This is an optimization exercise on Yosys and OpenROAD, whose aim is small area, not a production implementation. The RTL was checked by simulation tests, not by an equivalence proof against the original design. No activity file was given, so power comes from the tool's default toggle rates.

==> v23 <==
==> flow/design.v <==
`timescale 1ns/10ps
`default_nettype none
package rvPkg;
	localparam int Xlen = 32;
	typedef logic [4:0] RegAddr_t;
	typedef struct packed {
		logic [6:0] funct7;
		RegAddr_t rs2;
		RegAddr_t rs1;
		logic [2:0] funct3;
		RegAddr_t rd;
		logic [6:0] opcode;
	} RvRtype_t;
	typedef struct packed {
		logic [11:0] imm;
		RegAddr_t rs1;
		logic [2:0] funct3;
		RegAddr_t rd;
		logic [6:0] opcode;
	} RvItype_t;
	typedef struct packed {
		logic [6:0] immHi;
		RegAddr_t rs2;
		RegAddr_t rs1;
		logic [2:0] funct3;
		logic [4:0] immLo;
		logic [6:0] opcode;
	} RvStype_t;
	typedef struct packed {
		logic sign;
		logic [5:0] immHi;
		RegAddr_t rs2;
		RegAddr_t rs1;
		logic [2:0] funct3;
		logic [3:0] immLo;
		logic imm11;
		logic [6:0] opcode;
	} RvBtype_t;
	typedef struct packed {
		logic [19:0] imm;
		RegAddr_t rd;
		logic [6:0] opcode;
	} RvUtype_t;
	typedef struct packed {
		logic sign;
		logic [9:0] immLo;
		logic imm11;
		logic [7:0] immHi;
		RegAddr_t rd;
		logic [6:0] opcode;
	} RvJtype_t;
	typedef union packed {
		RvRtype_t r;
		RvItype_t i;
		RvStype_t s;
		RvBtype_t b;
		RvUtype_t u;
		RvJtype_t j;
	} RvInst_t;
	typedef enum logic [1:0] {RegNone, RegGpr, RegPc, RegImm} RegType_t;
	typedef struct packed {
		RegType_t regType;
		RegAddr_t addr;
	} Operand_t;
	typedef logic [Xlen-1:0] ImmData_t;
	typedef enum logic [1:0] {UnitNop, UnitAlu, UnitMem} ExeUnit_t;
	typedef enum logic [1:0] {AluAdd, AluComp, AluShift, AluLogic} AluOp_t;
	typedef enum logic [1:0] {LogicXor, LogicOr, LogicAnd} LogicSel_t;
	typedef struct packed {
		logic sub;
		logic right;
		logic arith;
		logic isUnsigned;
		logic lessThan;
		logic negate;
		logic branch;
		logic jump;
		LogicSel_t logicSel;
	} AluSubOp_t;
	typedef struct packed {
		AluOp_t op;
		AluSubOp_t subOp;
	} AluCmd_t;
	typedef enum logic {MemLoad, MemStore} MemOp_t;
	typedef enum logic [1:0] {MemByte, MemHalf, MemWord} MemSize_t;
	typedef struct packed {
		MemOp_t op;
		MemSize_t size;
		logic isUnsigned;
	} MemCmd_t;
	typedef struct packed {
		AluCmd_t alu;
		MemCmd_t mem;
	} Command_t;
	typedef struct packed {
		logic [Xlen-1:0] pc;
		Operand_t rs1;
		Operand_t rs2;
		Operand_t rd;
		ImmData_t imm;
		ExeUnit_t unit;
		Command_t command;
		logic invalid;
	} DecEntry_t;
	typedef struct packed {
		logic [Xlen-1:0] pc;
		RegAddr_t rd;
		logic writeRd;
		logic [Xlen-1:0] value;
		logic [Xlen-1:0] target;
		logic taken;
		logic memValid;
		MemCmd_t memCmd;
		logic [Xlen-1:0] memAddr;
		logic [Xlen-1:0] storeData;
		logic invalid;
	} Result_t;
endpackage
`default_nettype wire
`timescale 1ns/10ps
`default_nettype none
module rvCore (
	input logic clk,
	input logic reset_,
	input logic inValid,
	output logic inReady,
	input logic [31:0] inPc,
	input logic [31:0] inInst,
	output logic outValid,
	input logic outReady,
	output logic [172:0] outResult
);
	logic [31:0] pcR;
	logic [31:7] instR;
	logic [3:0] clsR;
	logic [3:0] cls;
	logic [31:0] regs [1:31];
	logic [31:1] regValid;
	logic take;
	logic [4:0] rd;
	logic [4:0] rs1;
	logic [4:0] rs2;
	logic [2:0] f3;
	logic [6:0] f7;
	logic isLoad, isStore, isBranch, isJalr, isJal, isOpImm, isOp, isAuipc, isLui;
	logic invalid;
	logic writeRd;
	logic wrEn;
	logic [31:1] selA;
	logic [31:1] selB;
	logic [10:0] grpA [0:31];
	logic [10:0] grpB [0:31];
	logic [31:0] a;
	logic [31:0] b;
	logic [31:0] imm;
	logic [31:0] opB;
	logic [31:0] x;
	logic [31:0] y;
	logic sub;
	logic usePc;
	logic [31:0] sum;
	logic lt;
	logic eq;
	logic cond;
	logic [31:0] shIn;
	logic [31:0] shR;
	logic [31:0] pc4;
	logic selSum, selShr, selShl, selXor, selOr, selAnd, selPc4, selLt;
	logic [31:0] value;
	logic [31:0] target;
	assign inReady = !outValid || outReady;
	assign take = outValid && outReady;
	always_ff @(posedge clk or negedge reset_) begin
		if (!reset_) begin
			outValid <= 1'b0;
		end else if (inValid && inReady) begin
			outValid <= 1'b1;
		end else if (outReady) begin
			outValid <= 1'b0;
		end
	end
	always_ff @(posedge clk) begin
		if (inValid && inReady) begin
			pcR <= inPc;
			instR <= inInst[31:7];
			clsR <= cls;
		end
	end
	localparam logic [3:0] ClsNop = 4'b0000, ClsBad = 4'b0001, ClsLoad = 4'b0010,
		ClsStore = 4'b0011, ClsBranch = 4'b0100, ClsOpImm = 4'b1000, ClsOp = 4'b1001,
		ClsLui = 4'b1010, ClsAuipc = 4'b1011, ClsJalr = 4'b1100, ClsJal = 4'b1101;
	logic [4:0] iop;
	logic [2:0] if3;
	logic [6:0] if7;
	logic ibad;
	assign iop = inInst[6:2];
	assign if3 = inInst[14:12];
	assign if7 = inInst[31:25];
	always_comb begin
		ibad = 1'b0;
		cls = ClsBad;
		if (iop == 5'b00000) begin
			cls = ClsLoad;
			ibad = (if3 == 3'd3) || (if3[2:1] == 2'b11);
		end
		if (iop == 5'b01000) begin
			cls = ClsStore;
			ibad = if3[2] || (if3 == 3'd3);
		end
		if (iop == 5'b11000) begin
			cls = ClsBranch;
			ibad = (if3[2:1] == 2'b01);
		end
		if (iop == 5'b11001) begin
			cls = ClsJalr;
			ibad = (if3 != 3'd0);
		end
		if (iop == 5'b11011) cls = ClsJal;
		if (iop == 5'b00100) begin
			cls = ClsOpImm;
			if (if3 == 3'd1) ibad = (if7 != 7'h00);
			if (if3 == 3'd5) ibad = (if7 != 7'h00) && (if7 != 7'h20);
		end
		if (iop == 5'b01100) begin
			cls = ClsOp;
			if (if7 == 7'h20) ibad = (if3 != 3'd0) && (if3 != 3'd5);
			else ibad = (if7 != 7'h00);
		end
		if (iop == 5'b00101) cls = ClsAuipc;
		if (iop == 5'b01101) cls = ClsLui;
		if (iop == 5'b00011 || iop == 5'b11100 || iop == 5'b01011 || iop == 5'b00001 ||
			iop == 5'b01001 || iop == 5'b10100 || iop[4:2] == 3'b100) cls = ClsNop;
		if (ibad || inInst[1:0] != 2'b11) cls = ClsBad;
	end
	assign rd = instR[11:7];
	assign f3 = instR[14:12];
	assign rs1 = instR[19:15];
	assign rs2 = instR[24:20];
	assign f7 = instR[31:25];
	assign isLoad = clsR == ClsLoad;
	assign isStore = clsR == ClsStore;
	assign isBranch = clsR == ClsBranch;
	assign isJalr = clsR == ClsJalr;
	assign isJal = clsR == ClsJal;
	assign isOpImm = clsR == ClsOpImm;
	assign isOp = clsR == ClsOp;
	assign isAuipc = clsR == ClsAuipc;
	assign isLui = clsR == ClsLui;
	assign invalid = clsR == ClsBad;
	assign writeRd = clsR[3] && (rd != 5'd0);
	assign wrEn = take && writeRd;
	always_comb begin
		for (int r = 1; r < 32; r++) begin
			selA[r] = (rs1 == r) && regValid[r];
			selB[r] = (rs2 == r) && regValid[r];
		end
		for (int k = 0; k < 32; k++) begin
			for (int g = 0; g < 11; g++) begin
				grpA[k][g] = 1'b0;
				grpB[k][g] = 1'b0;
				for (int j = 0; j < 3; j++) begin
					if (3 * g + j >= 1 && 3 * g + j < 32) begin
						grpA[k][g] = grpA[k][g] | (regs[3 * g + j][k] & selA[3 * g + j]);
						grpB[k][g] = grpB[k][g] | (regs[3 * g + j][k] & selB[3 * g + j]);
					end
				end
			end
			a[k] = |grpA[k];
			b[k] = |grpB[k];
		end
	end
	always_ff @(posedge clk) begin
		for (int r = 1; r < 32; r++) begin
			if (wrEn && rd == r) begin
				regs[r] <= value;
			end
		end
	end
	always_ff @(posedge clk or negedge reset_) begin
		if (!reset_) begin
			regValid <= '0;
		end else begin
			for (int r = 1; r < 32; r++) begin
				if (wrEn && rd == r) begin
					regValid[r] <= 1'b1;
				end
			end
		end
	end
	always_comb begin
		imm[31] = instR[31];
		imm[30:20] = (isLui || isAuipc) ? instR[30:20] : {11{instR[31]}};
		imm[19:12] = (isLui || isAuipc || isJal) ? instR[19:12] : {8{instR[31]}};
		if (isLui || isAuipc) imm[11] = 1'b0;
		else if (isBranch) imm[11] = instR[7];
		else if (isJal) imm[11] = instR[20];
		else imm[11] = instR[31];
		imm[10:5] = (isLui || isAuipc) ? 6'd0 : instR[30:25];
		if (isLui || isAuipc) imm[4:1] = 4'd0;
		else if (isStore || isBranch) imm[4:1] = instR[11:8];
		else imm[4:1] = instR[24:21];
		if (isStore) imm[0] = instR[7];
		else if (isLui || isAuipc || isBranch || isJal) imm[0] = 1'b0;
		else imm[0] = instR[20];
	end
	assign opB = (isOp || isBranch) ? b : {{20{instR[31]}}, instR[31:20]};
	assign sub = isOp && f7[5];
	assign usePc = isAuipc || isJal || isBranch;
	assign x = (pcR & {32{usePc}}) | (a & {32{!usePc && !isLui}});
	assign y = isOp ? (b ^ {32{sub}}) : imm;
	assign sum = x + y + {31'd0, sub};
	logic [31:0] ltT [0:5];
	logic [31:0] eqT [0:5];
	logic signedCmp;
	assign signedCmp = isBranch ? !f3[1] : !f3[0];
	always_comb begin
		for (int n = 0; n < 32; n++) begin
			ltT[0][n] = !a[n] && opB[n];
			eqT[0][n] = a[n] == opB[n];
		end
		if (signedCmp) ltT[0][31] = a[31] && !opB[31];
		for (int l = 0; l < 5; l++) begin
			ltT[l+1] = '0;
			eqT[l+1] = '0;
			for (int n = 0; n < (16 >> l); n++) begin
				ltT[l+1][n] = ltT[l][2*n+1] || (eqT[l][2*n+1] && ltT[l][2*n]);
				eqT[l+1][n] = eqT[l][2*n+1] && eqT[l][2*n];
			end
		end
		lt = ltT[5][0];
		eq = eqT[5][0];
	end
	assign cond = (f3[2] ? lt : eq) ^ f3[0];
	always_comb begin
		for (int n = 0; n < 32; n++) shIn[n] = f3[2] ? a[n] : a[31-n];
		shR = $signed({f3[2] && f7[5] && a[31], shIn}) >>> opB[4:0];
	end
	assign pc4 = pcR + 32'd4;
	always_comb begin
		selPc4 = isJal || isJalr;
		selSum = !(isOp || isOpImm) || f3 == 3'd0;
		selShl = (isOp || isOpImm) && f3 == 3'd1;
		selShr = (isOp || isOpImm) && f3 == 3'd5;
		selLt = (isOp || isOpImm) && f3[2:1] == 2'b01;
		selXor = (isOp || isOpImm) && f3 == 3'd4;
		selOr = (isOp || isOpImm) && f3 == 3'd6;
		selAnd = (isOp || isOpImm) && f3 == 3'd7;
		for (int n = 0; n < 32; n++) begin
			value[n] = selPc4 ? pc4[n] :
				((sum[n] & selSum) | (shR[n] & selShr) | (shR[31-n] & selShl) |
				 ((a[n] ^ opB[n]) & (selXor | selOr)) | (a[n] & opB[n] & (selOr | selAnd)));
		end
		value[0] = value[0] | (lt & selLt & !selPc4);
	end
	assign target = {sum[31:1], sum[0] && !(isJal || isJalr)};
	assign outResult = {pcR, rd, writeRd, value, target,
		isBranch && cond,
		isLoad || isStore,
		isStore, f3[1:0], f3[2],
		sum, b, invalid};
endmodule
`default_nettype wire
==> flow/flow/run.sh <==
#!/bin/bash
# Standard layout with three changes: synthesis's ABC mapping runs for area instead of
# speed, ports get the smallest buffer, and clock tree synthesis uses larger sink clusters
# without dummy loads. Synthesis is synth_recipe.tcl unchanged apart from the ABC script, so
# the registers (names, count, cell types) are those of the standard synthesis.
set -uo pipefail
W=$(pwd)
F=$W/flow
cat > "$W/area_synth.tcl" <<TCL
proc abc {args} {
  set i [lsearch -exact \$args -script]
  if {\$i >= 0} { lset args [expr {\$i + 1}] $F/area.abc }
  yosys abc {*}\$args
}
source $W/synth_recipe.tcl
TCL
bash "$W/standard.sh" "SYNTH_SCRIPT=$W/area_synth.tcl" \
  "BUFFER_PORTS_ARGS=-buffer_cell sky130_fd_sc_hd__buf_1" \
  "CTS_ARGS=-sink_clustering_enable -repair_clock_nets -dont_use_dummy_load -sink_clustering_size 30 -sink_clustering_max_diameter 80 -buf_list {sky130_fd_sc_hd__clkbuf_8 sky130_fd_sc_hd__clkbuf_16}" \
  finish > "$W/flow_make.log" 2>&1
==> flow/flow/area.abc <==
strash
&get -n
&st
&dch
&nf -R 1000
&put
topo
==> flow/standard.sh <==
#!/bin/bash
# synth_recipe.tcl (not shown) runs the flow's synth.tcl, then flattens the netlist and writes it again
# the make line also repeats each setting of config.mk as NAME=value (left out here)
make -C /OpenROAD-flow-scripts/flow DESIGN_CONFIG=/design/flow/config.mk WORK_HOME=/design/flow/orfs CLKGATE_MAP_FILE= SYNTH_SCRIPT=/design/flow/synth_recipe.tcl "${@:-finish}"
==> flow/config.mk <==
export PLATFORM = sky130hd
export DESIGN_NAME = rvCore
export DESIGN_NICKNAME = rvCore
export VERILOG_FILES = /design/flow/design.v
export SDC_FILE = /design/flow/constraint.sdc
export NUM_CORES = 4
export LEC_CHECK = 0
export CAP_MARGIN = 0
export CORE_MARGIN = 2
export CORE_UTILIZATION = 50
export SETUP_SLACK_MARGIN = 0.2
export SLEW_MARGIN = 0
==> flow/constraint.sdc <==
create_clock -name core_clock -period 10.0 [get_ports {clk}]
set_input_delay 2.0000 -clock core_clock [delete_from_list [all_inputs] [get_ports {clk}]]
set_output_delay 2.0000 -clock core_clock [all_outputs]
set_load 0.01 [all_outputs]
==> v35: changes against v23 <==
--- a/flow/config.mk
+++ b/flow/config.mk
@@ -8,5 +8,7 @@
 export CAP_MARGIN = 0
 export CORE_MARGIN = 2
 export CORE_UTILIZATION = 50
-export SETUP_SLACK_MARGIN = 0.2
+export GPL_ROUTABILITY_DRIVEN = 0
+export PLACE_DENSITY = 0.72
+export SETUP_SLACK_MARGIN = 0.15
 export SLEW_MARGIN = 0
==> impl_metrics.csv <==
group,metric,value,unit
outcome,status,"no timing/DRC/antenna violations",
cells_and_area,finalNonFillerCells,5162,
worst_setup_path,reg2reg_depth,33,
grt,grt_util_met3,0.09139,
placed_design,hpwlAfterDp,125.6,mm
timing,fmax,103.3,MHz
pwr,p_clk_frac,0.237,
grt,gr-usage-all-layers,0.3575,
pwr,power_density,167.0,nW/um2
worst_setup_path,worst_path_most_repeated_cell,"buf_4",
worst_setup_path,r2r_setup_slack,2540,ps
cells_and_area,nFillCells,7572,
worst_setup_path,cp_data_arrival_time,7680,ps
cells_and_area,drive_gt1_frac,0.1064,
pwr,leakagePower,17.40,nW
worst_setup_path,reg2reg_from,"instR[20]",
grt,antenna_found_initial,8,
-- figures above: v35

==> impl_metrics.csv <==
group,metric,value,unit
worst_setup_path,reg2reg_depth,32,
pwr,power_density,168.6,nW/um2
worst_setup_path,reg2reg_from,"instR[22]",
timing,fmax,104.7,MHz
worst_setup_path,worst_path_most_repeated_cell,"nand2_1",
pwr,p_clk_frac,0.236,
cells_and_area,drive_gt1_frac,0.1147,
worst_setup_path,r2r_setup_slack,2710,ps
worst_setup_path,cp_data_arrival_time,7550,ps
grt,antenna_found_initial,1,
cells_and_area,nFillCells,7827,
outcome,status,"no timing/DRC/antenna violations",
cells_and_area,finalNonFillerCells,5188,
placed_design,hpwlAfterDp,142.5,mm
-- figures above: v23

what the ideal ports hide:
How much do the figures lean on ideal ports? The routed layouts below were timed once more, with nothing changed but the port constraints.
Step 1: set_driving_cell puts a clkbuf_16 on clk and a buf_2 on each other input, an assumption about the parent block.
Step 2 moves the port delays by t, midway between the first and last clock arrival at a register: inputs arrive t later, outputs are due t later. That takes back most of the time a late clock gives input paths.
a / b / c = ideal / step 1 / step 2; a / b = the first two.
| run | t (ns) | setup WS [ns] | clock arrival spread, ns | worst slew at a driven data input, ns | cell pins on the clock port's net |
|---|---|---|---|---|---|
| v23 | 0.711 | 0.450 / 0.382 / 1.093 | 0.121 / 0.120 | 0.04 | 1 |
| v35 | 0.705 | 0.320 / 0.252 / 0.957 | 0.070 / 0.070 | 0.22 | 1 |
After both steps setup and hold are still met in every run listed.
